What follows belongs to an exercise in optimizing a design on an open flow for a short achievable clock period and few clock cycles per item; a production flow would make more cautious choices.
In this exercise RTL edits were held to simulation tests only and were not proved equivalent to the original.

job 438:
// rms_power_monitor_overload_trip_unit
module rms_power_monitor_overload_trip_unit (
    input  logic                           clk,
    input  logic                           rst_n,
    input  logic                           cfg_we,
    input  logic [rpm_pkg::IDX_BITS-1:0]   cfg_index,
    input  logic [rpm_pkg::CFG_BITS-1:0]   cfg_wdata,
    input  logic                           s_tvalid,
    output logic                           s_tready,
    input  logic [15:0]                    s_tdata,    
    input  logic [1:0]                     s_tuser,    
    output logic                           m_tvalid,
    input  logic                           m_tready,
    output logic [47:0]                    m_tdata,    
    output logic                           m_tuser     
);
    localparam int IQ  = rpm_pkg::IQ_BITS;
    localparam int CAP = rpm_pkg::IQ_DEPTH;
    logic [11:0] mid;
    logic [10:0] win;
    logic [9:0]  win_m1, win_m3;
    logic        win_one, win_le2;
    logic [11:0] win2, win3;
    logic [23:0] gain;
    logic [15:0] noise_floor;
    logic [8:0]  volts;
    logic [24:0] limit;
    logic [10:0] weff;
    always_comb
    begin
        if (cfg_wdata[10:0] == 11'd0)
            weff = 11'd1;
        else if (cfg_wdata[10] && (cfg_wdata[9:0] != 10'd0))
            weff = 11'd1024;
        else
            weff = cfg_wdata[10:0];
    end
  ...
For scale: ~4,400 cells after synthesis, roughly 870 flip-flops, about 100 I/O pins, about 0.043 mm² of cells after synthesis.
export LEC_CHECK = 0
export ABC_CLOCK_PERIOD_IN_PS = 2800
export CAP_MARGIN = 20
export CORE_MARGIN = 2
export CORE_UTILIZATION = 50
export CTS_CLUSTER_DIAMETER = 120
export CTS_CLUSTER_SIZE = 24
export SLEW_MARGIN = 20
create_clock -name core_clock -period 10.0 [get_ports {clk}]
standard.sh (not shown) runs the stock make flow with config.mk's settings and CLKGATE_MAP_FILE= SYNTH_SCRIPT=/design/flow/synth_recipe.tcl, a recipe that flattens the netlist after the stock synthesis.
==> flow/flow/run.sh <==
#!/bin/bash
# Standard layout, with timing repair aimed at a shorter period than the
# clock's (setup margin), so that the resizer speeds up the critical paths.
set -uo pipefail
bash standard.sh SETUP_SLACK_MARGIN=7.2 finish > standard.log 2>&1
In summary, job 438 completed successfully, with a layout that passed the timing, DRC and antenna checks.
Testbench counts of job 438, summed over its fixed seeds: cycles 19,766, items 19,510.
Setup changes, job 438 to job 1637
- a change of CORE_UTILIZATION from 50 to 40
## What came out
- Comparing job 438 and job 1637, the lower post-layout worst setup margin is on job 1637.
- The clock period minus worst slack of job 1637 exceeds that of job 438 by 0.0060 ns.
- Going from job 438 to job 1637, the die area was enlarged.
- On sequential standard cell area, job 1637 tracks job 438 almost exactly.
- Job 1637 vs job 438: buffers inserted during post-CTS setup optimization down
- Count of standard-cell rows went up by more than 10% going from job 438 to job 1637.
- Cell count after placement went up by a few percent going from job 438 to job 1637.
- Between job 1637 and job 438, it is job 1637 whose routed wire length is higher, by 1.9%.
- Relative to job 438, job 1637 improves worst max-slew margin expressed relative to the limit.
Changes in job 8558 relative to job 1637:
- CTS_CLUSTER_SIZE: 24 -> 30
- CTS_CLUSTER_DIAMETER: 120 -> 100
## What came out
Job 8558 finished all stages; the layout is clean.
Slowest library cell on the worst path: sky130_fd_sc_hd__dfxtp_2 -> job 1637, sky130_fd_sc_hd__dfxtp_4 -> job 8558
Delta (job 8558 minus job 1637): vias after detailed routing has remained practically unchanged; met3 routing resource usage after global routing has remained practically unchanged.
Modified inputs, job 3184 compared to job 8558
- swapping 40 for 50 in CORE_UTILIZATION
==> comparison <==
Sort job 8558 and job 3184 by detailed-route via count asc -> top: job 3184
There was hardly any difference in footprint of the multi-input gates between job 3184 and job 8558.
Across both runs, mean number of vias per cell was higher for job 3184 than for job 8558.

========
Setup of red:
rms_power_monitor_overload_trip_unit, a different RTL version from the one above (not shown whole).
For scale: about 880 flip-flops, about 100 I/O pins, roughly 0.044 sq mm of cells after synthesis.
Design rms_power_monitor_overload_trip_unit, start of the top module:
module rms_power_monitor_overload_trip_unit (
    input  logic                           clk,
    input  logic                           rst_n,
    input  logic                           cfg_we,
    input  logic [rpm_pkg::IDX_BITS-1:0]   cfg_index,
    input  logic [rpm_pkg::CFG_BITS-1:0]   cfg_wdata,
    input  logic                           s_tvalid,
    output logic                           s_tready,
    input  logic [15:0]                    s_tdata,    
    input  logic [1:0]                     s_tuser,    
    output logic                           m_tvalid,
    input  logic                           m_tready,
    output logic [47:0]                    m_tdata,    
    output logic                           m_tuser     
);
export LEC_CHECK = 0
export ABC_CLOCK_PERIOD_IN_PS = 2800
export CAP_MARGIN = 20
export CORE_MARGIN = 2
export CORE_UTILIZATION = 45
export CTS_CLUSTER_SIZE = 20
export SLEW_MARGIN = 20
create_clock -name core_clock -period 10.0 [get_ports {clk}]
Scripts as last shown in full above: flow/flow/run.sh
Testbench counts of red, summed over its fixed seeds: cycles 19,782, items 19,510.
Edits applied to the flow inputs when going from red to blue:
Settings: changing CORE_UTILIZATION from 45 to 40; removing CTS_CLUSTER_SIZE (formerly 20).
Results
Taking red as the reference point, the wire length reported by the detailed router of blue falls by about 2%.

========
Setup of JK:
rms_power_monitor_overload_trip_unit, a different RTL version from the one above (not shown whole).
For scale: about 10000 cells after synthesis, ~2100 flip-flops, about 100 I/O pins, ~0.11 mm2 of cells after synthesis.
Design rms_power_monitor_overload_trip_unit, start of the top module:
module rms_power_monitor_overload_trip_unit (
    input  logic                           clk,
    input  logic                           rst_n,
    input  logic                           cfg_we,
    input  logic [rpm_pkg::IDX_BITS-1:0]   cfg_index,
    input  logic [rpm_pkg::CFG_BITS-1:0]   cfg_wdata,
    input  logic                           s_tvalid,
    output logic                           s_tready,
    input  logic [15:0]                    s_tdata,    
    input  logic [1:0]                     s_tuser,    
    output logic                           m_tvalid,
    input  logic                           m_tready,
    output logic [47:0]                    m_tdata,    
    output logic                           m_tuser     
);
Settings: LEC_CHECK=0, ABC_CLOCK_PERIOD_IN_PS=2800, CAP_MARGIN=20, CORE_MARGIN=2, CORE_UTILIZATION=40, SETUP_SLACK_MARGIN=5, SLEW_MARGIN=20; clock period 10.0 ns.
run.sh (not shown) runs the stock make flow with config.mk's settings and CLKGATE_MAP_FILE= SYNTH_SCRIPT=/design/flow/synth_recipe.tcl, a recipe that flattens the netlist after the stock synthesis.
Stock flow here: none of the scripts above is used.
In summary, JK completed successfully, with a layout that passed the timing, DRC and antenna checks.
Testbench counts of JK, summed over its fixed seeds: cycles 19,766, items 19,510.
#### Input delta (MS over JK)
# JK
export LEC_CHECK = 0
export ABC_CLOCK_PERIOD_IN_PS = 2800
export CAP_MARGIN = 20
export CORE_MARGIN = 2
export CORE_UTILIZATION = 40
export SETUP_SLACK_MARGIN = 5
export SLEW_MARGIN = 20
create_clock -name core_clock -period 10.0 [get_ports {clk}]
# MS
export LEC_CHECK = 0
export ABC_CLOCK_PERIOD_IN_PS = 2800
export CAP_MARGIN = 20
export CORE_MARGIN = 2
export CORE_UTILIZATION = 40
export SLEW_MARGIN = 20
create_clock -name core_clock -period 10.0 [get_ports {clk}]
==> flow/flow/run.sh (new file) <==
#!/bin/bash
# Standard layout, with timing repair aimed at a shorter period than the
# clock's (setup margin), so that the resizer speeds up the critical paths.
set -uo pipefail
bash standard.sh SETUP_SLACK_MARGIN=7.2 finish > standard.log 2>&1
==> flow/standard.sh (new file) <==
#!/bin/bash
# synth_recipe.tcl (not shown) runs the flow's synth.tcl, then flattens the netlist and writes it again
# the make line also repeats each setting of config.mk as NAME=value (left out here)
make -C /OpenROAD-flow-scripts/flow DESIGN_CONFIG=/design/flow/config.mk WORK_HOME=/design/flow/orfs CLKGATE_MAP_FILE= SYNTH_SCRIPT=/design/flow/synth_recipe.tcl "${@:-finish}"
removed: flow/run.sh
[summary]
- Relative to JK, the via count measured on MS has increased by a little under 10%.
- Sort MS and JK by worst setup slack before clock tree synthesis, descending, and MS comes first.
- Compared with JK, MS supports a higher clock frequency.
- Comparing MS with JK, the clock-pin slew on the worst setup and hold paths came out essentially unchanged.
- Relative to JK, buffering overhead increased by 6.4 points in MS.
- The worst slew slack as a fraction of its limit of MS was inferior to that of JK.
- The run showing the greater final non-filler cell total is MS.
- The wire length of the first global-routing pass in JK is 0.909 times that in MS.
Changes in AL relative to MS:
# MS
export LEC_CHECK = 0
export ABC_CLOCK_PERIOD_IN_PS = 2800
export CAP_MARGIN = 20
export CORE_MARGIN = 2
export CORE_UTILIZATION = 40
export SLEW_MARGIN = 20
create_clock -name core_clock -period 10.0 [get_ports {clk}]
# AL
export LEC_CHECK = 0
export CAP_MARGIN = 20
export CORE_MARGIN = 2
export CORE_UTILIZATION = 40
export SLEW_MARGIN = 20
create_clock -name core_clock -period 10.0 [get_ports {clk}]
==> flow/run.sh (new file) <==
#!/bin/bash
# synth_recipe.tcl (not shown) runs the flow's synth.tcl, then flattens the netlist and writes it again
# the make line also repeats each setting of config.mk as NAME=value (left out here)
make -C /OpenROAD-flow-scripts/flow DESIGN_CONFIG=/design/flow/config.mk WORK_HOME=/design/flow/orfs CLKGATE_MAP_FILE= SYNTH_SCRIPT=/design/flow/synth_recipe.tcl finish
removed: flow/flow/run.sh
removed: flow/standard.sh
--- outcome ---
Re top-level I/O count: no difference whatsoever between AL and MS.
Number of antenna diodes: AL vs MS down 6
The highest-delay cell along the critical path comes out dfxtp_1 in one run and dfstp_4 in the other, namely in AL and MS respectively.
Filler-free cell count of the finished design came out lower on AL than on MS.
Looking at length of the first detailed-routing pass in iterations, AL sits 1 above MS.

==> separate check: timing with driven ports <==
The flow's constraints put no driver on any port. The routed layouts listed below were extracted and timed again, unchanged, in two steps. Step 1 (the two cells are an assumption about what drives the block):
set clk [get_ports {clk}]
set_driving_cell -lib_cell sky130_fd_sc_hd__clkbuf_16 $clk
set_driving_cell -lib_cell sky130_fd_sc_hd__buf_2 [delete_from_list [all_inputs] $clk]
Step 2 adds t to the input delays and takes it off the output delays; t is the mean of the earliest and latest rising clock arrival at the registers after step 1. Input paths then give back, and output paths get back, about the clock's delay inside the block. Three values: no drivers, after step 1, after step 2; two values: the first two.
| run | t, ns | slack for setup (ns) | worst setup path after step 2 | latest minus earliest clock arrival (ns) | slew at the worst register clock pin (ns) |
|---|---|---|---|---|---|
| job 438 | 0.662 | 6.886 / 6.825 / 6.555 | input to register | 0.042 / 0.042 | 0.11 / 0.11 |
| job 1637 | 0.672 | 6.880 / 6.815 / 6.419 | input to register | 0.042 / 0.043 | 0.11 / 0.11 |
| job 8558 | 0.674 | 6.873 / 6.809 / 6.480 | input to register | 0.051 / 0.051 | 0.12 / 0.12 |
| job 3184 | 0.662 | 6.876 / 6.814 / 6.559 | input to register | 0.044 / 0.044 | 0.12 / 0.12 |
| red | 0.737 | 6.601 / 6.533 / 6.382 | input to register | 0.032 / 0.032 | 0.07 / 0.07 |
| blue | 0.734 | 6.625 / 6.551 / 6.398 | input to register | 0.037 / 0.037 | 0.07 / 0.07 |
| JK | 0.970 | 5.166 / 5.166 / 5.166 | register to register | 0.098 / 0.098 | 0.07 / 0.07 |
| MS | 0.972 | 5.459 / 5.459 / 5.459 | register to register | 0.137 / 0.137 | 0.07 / 0.07 |
| AL | 0.973 | 4.234 / 4.234 / 4.234 | register to register | 0.099 / 0.099 | 0.07 / 0.07 |
After both steps every run listed still meets setup and hold. For job 1637, which loses most, drivers alone change the setup slack by -0.065 ns; drivers and shift together by -0.461 ns.
